This is an optimization exercise on Yosys and OpenROAD, whose aim is small area, a short achievable clock period and few clock cycles per item, not a production implementation.
Only simulation tests tie the RTL to the original design; equivalence was not proved.

==> inputs of job 7228 <==
==> flow/design.v <==
module tpu_rsqrt_iter_unit #(
  parameter int IN_WIDTH  = 16,
  parameter int IN_FRAC   = 8,
  parameter int OUT_WIDTH = 16,
  parameter int OUT_FRAC  = 11,
  parameter int LUT_BITS  = 6,
  parameter int MAX_ITERS = 3,
  parameter int TAG_WIDTH = 4
) (
  input  logic                           clk,
  input  logic                           rst_n,
  input  logic                           flush,
  input  logic                           in_valid,
  output logic                           in_ready,
  input  logic [IN_WIDTH-1:0]            in_data,
  input  logic                           in_op,
  input  logic [$clog2(MAX_ITERS+1)-1:0] in_iters,
  input  logic [TAG_WIDTH-1:0]           in_tag,
  output logic                           out_valid,
  input  logic                           out_ready,
  output logic [OUT_WIDTH-1:0]           out_data,
  output logic [TAG_WIDTH-1:0]           out_tag,
  output logic                           out_sat,
  output logic                           out_zero,
  output logic                           busy,
  output logic [31:0]                    ops_count,
  output logic [31:0]                    sat_count
);
  localparam int NS = 9;     
  localparam logic [64*19-1:0] TAB_R0 = {19'd263174, 19'd265271, 19'd267419, 19'd269620, 19'd271876, 19'd274190, 19'd276564, 19'd279001, 19'd281503, 19'd284074, 19'd286717, 19'd289434, 19'd292231, 19'd295110, 19'd298076, 19'd301133, 19'd304287, 19'd307541, 19'd310902, 19'd314376, 19'd317969, 19'd321688, 19'd325541, 19'd329536, 19'd333681, 19'd337987, 19'd342463, 19'd347123, 19'd351978, 19'd357043, 19'd362333, 19'd367865, 19'd373658, 19'd379734, 19'd386117, 19'd392833, 19'd399911, 19'd407387, 19'd415298, 19'd423689, 19'd432609, 19'd442118, 19'd452283, 19'd463183, 19'd474911, 19'd487578, 19'd501315, 19'd516283, 19'd373658, 19'd379734, 19'd386117, 19'd392833, 19'd399911, 19'd407387, 19'd415298, 19'd423689, 19'd432609, 19'd442118, 19'd452283, 19'd463183, 19'd474911, 19'd487578, 19'd501315, 19'd516283};
  localparam logic [64*20-1:0] TAB_T1 = {20'd264208, 20'd268435, 20'd272800, 20'd277309, 20'd281969, 20'd286789, 20'd291777, 20'd296941, 20'd302291, 20'd307838, 20'd313593, 20'd319564, 20'd325771, 20'd332221, 20'd338933, 20'd345920, 20'd353205, 20'd360799, 20'd368728, 20'd377015, 20'd385682, 20'd394756, 20'd404269, 20'd414253, 20'd424739, 20'd435772, 20'd447391, 20'd459649, 20'd472597, 20'd486296, 20'd500813, 20'd516222, 20'd532609, 20'd550071, 20'd568719, 20'd588675, 20'd610079, 20'd633103, 20'd657930, 20'd684785, 20'd713922, 20'd745652, 20'd780334, 20'd818399, 20'd860368, 20'd906876, 20'd958697, 20'd1016800, 20'd532609, 20'd550071, 20'd568719, 20'd588675, 20'd610079, 20'd633103, 20'd657930, 20'd684785, 20'd713922, 20'd745652, 20'd780334, 20'd818399, 20'd860368, 20'd906876, 20'd958697, 20'd1016800};
  localparam logic [64*30-1:0] TAB_G = {30'd135348223, 30'd137533439, 30'd139755519, 30'd142069759, 30'd144495615, 30'd146962431, 30'd149494783, 30'd152150015, 30'd154905599, 30'd157724671, 30'd160615423, 30'd163790847, 30'd166870015, 30'd170219519, 30'd173632511, 30'd177274879, 30'd180884479, 30'd184858623, 30'd188948479, 30'd193146879, 30'd197584895, 30'd202268671, 30'd207105023, 30'd212131839, 30'd217558015, 30'd223174655, 30'd229184511, 30'd235433983, 30'd242058239, 30'd249053183, 30'd256461823, 30'd264372223, 30'd272794623, 30'd281753599, 30'd291255295, 30'd301445119, 30'd312470527, 30'd324200447, 30'd336926719, 30'd350658559, 30'd365643775, 30'd381886463, 30'd399632383, 30'd419123199, 30'd440614911, 30'd464396287, 30'd490937343, 30'd520683519, 30'd272794623, 30'd281753599, 30'd291255295, 30'd301445119, 30'd312470527, 30'd324200447, 30'd336926719, 30'd350658559, 30'd365643775, 30'd381886463, 30'd399632383, 30'd419123199, 30'd440614911, 30'd464396287, 30'd490937343, 30'd520683519};
  function automatic logic [37:0] sq19(input logic [18:0] r);
    logic [37:0] s;
    s = '0;
    for (int i = 0; i < 19; i++)
      s = s + ({38{r[i]}} & ((({19'd0, r} >> (i + 1)) << (2*i + 2)) | (38'd1 << (2*i))));
    sq19 = s;
  endfunction
  logic [NS:1] v_q;
  logic        out_valid_q;
  logic [3:0]  seq_in_q, seq_out_q;            
  logic        accept, out_hs, take, recirc;
  logic [31:0] ops_count_q, sat_count_q;
  logic        out_sat_q;
  logic [3:0]  seq_q [1:NS];
  assign out_hs   = out_valid_q && out_ready && !flush;
  logic head, pass;
  assign head     = v_q[NS] && (seq_q[NS] == seq_out_q);
  assign pass     = !v_q[NS] || (head && !out_valid_q);
  assign take     = head && !flush && (!out_valid_q || out_ready);
  assign recirc   = v_q[NS] && !flush && !take;
  assign in_ready = rst_n && !flush && (pass || (head && out_ready));
  assign accept   = in_valid && in_ready;
  always_ff @(posedge clk or negedge rst_n) begin
    if (!rst_n) begin
      v_q         <= '0;
      out_valid_q <= 1'b0;
      seq_in_q    <= '0;
      seq_out_q   <= '0;
      ops_count_q <= '0;
      sat_count_q <= '0;
    end else begin
      if (flush) begin
        v_q         <= '0;
        out_valid_q <= 1'b0;
        seq_in_q    <= '0;
        seq_out_q   <= '0;
      end else begin
        v_q         <= {v_q[NS-1:1], accept || recirc};
        out_valid_q <= take || (out_valid_q && !out_ready);
        seq_in_q    <= seq_in_q + (accept ? 4'd1 : 4'd0);
        seq_out_q   <= seq_out_q + (take ? 4'd1 : 4'd0);
      end
      ops_count_q <= ops_count_q + (out_hs ? 32'd1 : 32'd0);
      sat_count_q <= sat_count_q + ((out_hs && out_sat_q) ? 32'd1 : 32'd0);
    end
  end
  logic [2:0]  sp;           
  logic [15:0] m_in;
  always_comb begin
    sp = 3'd7;
    for (int p = 0; p < 8; p++)
      if (in_data[2*p +: 2] != 2'b00) sp = 3'(7 - p);
    m_in = in_data << {sp, 1'b0};
  end
  logic [15:0] m_q  [1:NS];
  logic [2:0]  sp_q [1:NS];
  logic        z_q  [1:NS];
  logic        op_q [1:NS];
  logic [1:0]  it_q [1:NS];
  logic [3:0]  tag_q[1:NS];
  always_ff @(posedge clk) begin
    if (recirc) begin
      m_q[1]   <= m_q[NS];
      sp_q[1]  <= sp_q[NS];
      z_q[1]   <= z_q[NS];
      op_q[1]  <= op_q[NS];
      it_q[1]  <= it_q[NS];
      tag_q[1] <= tag_q[NS];
      seq_q[1] <= seq_q[NS];
    end else begin
      m_q[1]   <= m_in;
      sp_q[1]  <= sp;
      z_q[1]   <= (in_data == '0);
      op_q[1]  <= in_op;
      it_q[1]  <= in_iters;
      tag_q[1] <= in_tag;
      seq_q[1] <= seq_in_q;
    end
    for (int k = 2; k <= NS; k++) begin
      m_q[k]   <= m_q[k-1];
      sp_q[k]  <= sp_q[k-1];
      z_q[k]   <= z_q[k-1];
      op_q[k]  <= op_q[k-1];
      it_q[k]  <= it_q[k-1];
      tag_q[k] <= tag_q[k-1];
      seq_q[k] <= seq_q[k-1];
    end
  end
  logic [5:0]  idx2;
  logic [19:0] t1_q;
  logic [19:0] gh_q;         
  logic [18:0] r0_q;
  assign idx2 = m_q[1][15:10];
  always_ff @(posedge clk) begin
    t1_q <= TAB_T1[idx2*20 +: 20];
    gh_q <= TAB_G[idx2*30 + 10 +: 20];
    r0_q <= TAB_R0[idx2*19 +: 19];
  end
  logic [29:0] q3;
  logic [13:0] e1_q;
  logic [18:0] r0_q3;
  assign q3 = {gh_q, 10'h3FF} - m_q[2][9:0] * t1_q;    
  always_ff @(posedge clk) begin
    e1_q  <= q3[29:16];
    r0_q3 <= r0_q;
  end
  logic [37:0] p3;
  logic [18:0] r_q3;
  always_comb begin
    logic [14:0] ex;
    logic [2:0]  g;
    logic [20:0] pp;
    logic        ng;
    ex = {e1_q, 1'b0};
    p3 = {r0_q3, 19'd0};
    for (int k = 0; k < 7; k++) begin
      g = ex[2*k +: 3];
      case (g)
        3'b001, 3'b010: pp = {2'b00, r0_q3};
        3'b011:         pp = {1'b0, r0_q3, 1'b0};
        3'b100:         pp = ~{1'b0, r0_q3, 1'b0};
        3'b101, 3'b110: pp = ~{2'b00, r0_q3};
        default:        pp = '0;
      endcase
      ng = g[2] && !(g[1] && g[0]);
      p3 = p3 + ({17'd0, ~pp[20], pp[19:0]} << (2*k)) + ({37'd0, ng} << (2*k)) - (38'd1 << (20 + 2*k));
    end
  end
  always_ff @(posedge clk) r_q3 <= (it_q[3] != 2'd0) ? p3[37:19] : r0_q3;
  logic [37:0] sq4;
  logic [19:0] t2_q;
  logic [18:0] r_q4;
  assign sq4 = sq19(r_q3);
  always_ff @(posedge clk) begin t2_q <= sq4[37:18]; r_q4 <= r_q3; end
  logic [23:0] p5;
  logic [7:0]  y_q;
  logic [18:0] r_q5;
  assign p5 = m_q[5] * t2_q;    
  always_ff @(posedge clk) begin y_q <= ~p5[23:16]; r_q5 <= r_q4; end
  logic [37:0] n6;
  logic [18:0] r6_d, r_q6;
  assign n6 = {r_q5, 19'd0} + r_q5 * y_q + r_q5;
  always_comb begin
    if (y_q == 8'hFE)      r6_d = r_q5 - 19'd1;    
    else if (y_q == 8'hFF) r6_d = r_q5;            
    else                   r6_d = n6[37:19];
  end
  always_ff @(posedge clk) r_q6 <= (it_q[6] >= 2'd2) ? r6_d : r_q5;
  logic [37:0] sq7;
  logic [18:0] t3_q, r_q7;
  logic [26:0] mra_q;
  assign sq7 = sq19(r_q6);
  always_ff @(posedge clk) begin
    t3_q  <= sq7[36:18];
    r_q7  <= r_q6;
    mra_q <= m_q[7][7:0] * r_q6;
  end
  logic [18:0] p8;
  logic [2:0]  y3;
  logic [34:0] mr8;
  logic        dn_d, d1_d, d2_d;              
  logic        dn_q, d1_q, d2_q;
  logic [35:0] a_q;           
  logic [3:0]  sh_q;          
  assign p8  = m_q[8] * t3_q;    
  assign y3  = ~p8[18:16];       
  logic [26:0] mrb8;
  assign mrb8 = m_q[8][15:8] * r_q7;
  assign mr8 = {8'd0, mra_q} + {mrb8, 8'd0};
  always_comb begin
    dn_d = 1'b0; d1_d = 1'b0; d2_d = 1'b0;
    if (it_q[8] == 2'd3) begin
      case (y3)
        3'd6:    dn_d = 1'b1;                                    
        3'd1:    d1_d = r_q7[18];                                
        3'd2:    if (r_q7 >= 19'd349526) d2_d = 1'b1;            
                 else d1_d = 1'b1;
        default: ;                                               
      endcase
    end
  end
  always_ff @(posedge clk) begin
    dn_q <= dn_d; d1_q <= d1_d; d2_q <= d2_d;
    a_q  <= op_q[8] ? {1'b0, mr8} : {1'b0, r_q7, 16'd0};
    sh_q <= op_q[8] ? (4'd3 + {1'b0, sp_q[8]}) : (4'd11 - {1'b0, sp_q[8]});
  end
  logic [16:0] q9;
  logic [35:0] b9, c9, w9;
  logic [19:0] hi9;
  logic [19:0] o9;
  logic        sat9;
  logic [15:0] out_data_q;
  logic [3:0]  out_tag_q;
  logic        out_zero_q;
  assign q9  = op_q[9] ? {1'b0, m_q[9]} : 17'h10000;
  assign b9  = dn_q ? ~{19'd0, q9} + 36'd1 :
               d1_q ? {19'd0, q9} :
               d2_q ? {18'd0, q9, 1'b0} : 36'd0;
  assign c9  = 36'd1 << (5'd15 + {1'b0, sh_q});
  assign w9  = a_q + b9 + c9;
  assign hi9 = w9[35:16];
  assign o9  = hi9 >> sh_q;
  assign sat9 = |o9[19:16];
  always_ff @(posedge clk) if (take) begin
    out_data_q <= z_q[9] ? (op_q[9] ? 16'h0000 : 16'hFFFF) : (sat9 ? 16'hFFFF : o9[15:0]);
    out_tag_q  <= tag_q[9];
    out_sat_q  <= !z_q[9] && sat9;
    out_zero_q <= z_q[9];
  end
  assign out_valid = out_valid_q;
  assign busy      = out_valid_q || (|v_q);
  assign out_data  = out_data_q;
  assign out_tag   = out_tag_q;
  assign out_sat   = out_sat_q;
  assign out_zero  = out_zero_q;
  assign ops_count = ops_count_q;
  assign sat_count = sat_count_q;
endmodule
==> flow/run.sh <==
#!/bin/bash
# synth_recipe.tcl (not shown) runs the flow's synth.tcl, then flattens the netlist and writes it again
# the make line also repeats each setting of config.mk as NAME=value (left out here)
make -C /OpenROAD-flow-scripts/flow DESIGN_CONFIG=/design/flow/config.mk WORK_HOME=/design/flow/orfs CLKGATE_MAP_FILE= SYNTH_SCRIPT=/design/flow/synth_recipe.tcl finish
==> flow/config.mk <==
export PLATFORM = sky130hd
export DESIGN_NAME = tpu_rsqrt_iter_unit
export DESIGN_NICKNAME = tpu_rsqrt_iter_unit
export VERILOG_FILES = /design/flow/design.v
export SDC_FILE = /design/flow/constraint.sdc
export NUM_CORES = 4
export LEC_CHECK = 0
export CAP_MARGIN = 20
export CORE_MARGIN = 2
export CORE_UTILIZATION = 55
export SETUP_SLACK_MARGIN = 4.5
export SLEW_MARGIN = 20
==> flow/constraint.sdc <==
create_clock -name core_clock -period 11.0 [get_ports {clk}]
set_input_delay 2.2000 -clock core_clock [delete_from_list [all_inputs] [get_ports {clk}]]
set_output_delay 2.2000 -clock core_clock [all_outputs]
set_load 0.01 [all_outputs]
==> inputs of job 5690, as changes to job 7228 <==
- CORE_UTILIZATION: 55 -> 40
- SETUP_SLACK_MARGIN: 4.5 -> 5
==> notes.md <==
Width of the chip: job 5690 445 microns; job 7228 380 microns
Routability-driven placement congestion ratio: job 5690 0.900; job 7228 0.941
Initial antenna violation count: job 5690 8; job 7228 14
Number of placed instances, taps included: job 5690 10900; job 7228 10200
Post-route minimum period: job 5690 6.10 ns; job 7228 6.26 ns
Worst slew slack as a fraction of its limit: job 5690 32.1%; job 7228 26.1%
Total clock buffers created by CTS: job 5690 78; job 7228 82
Antenna fix cells: job 5690 1; job 7228 2
Post-CTS resize count: job 5690 302; job 7228 64
Non-clock buffering overhead: job 5690 4.71%; job 7228 2.76%
Status: job 5690 complete, no violations; job 7228 complete, no violations
End point of the critical path: job 5690 a_q[28]; job 7228 y_q[7]
Area taken by multi-input logic gates: job 5690 58100 sq um; job 7228 57200 sq um
Testbench counts of job 7228, summed over its fixed seeds: cycles 4,880, items 4,800.
Testbench counts of job 5690, summed over its fixed seeds: cycles 4,880, items 4,800.

-- separate check: timing with driven ports --
The results above use ideal ports. As a check the final layouts listed here were re-extracted and re-timed, cells and wires unchanged.
Step 1: set_driving_cell puts a clkbuf_16 on clk and a buf_2 on each other input, an assumption about the parent block.
Step 2 also shifts input and output timing later by t, the mid clock arrival at the registers, as if the neighbouring blocks saw the same clock.
a / b / c = no drivers / after step 1 / after step 2; a / b = the first two.
run	shift t [ns]	setup slack, ns	worst setup path after step 2	worst register clock-pin slew, ns	pins driven straight from the clock port
job 7228	0.775	4.736 / 4.736 / 4.736	register to register	0.07 / 0.07	1
job 5690	0.758	4.896 / 4.896 / 4.896	register to register	0.07 / 0.07	1
After both steps setup and hold are still met in every run listed.
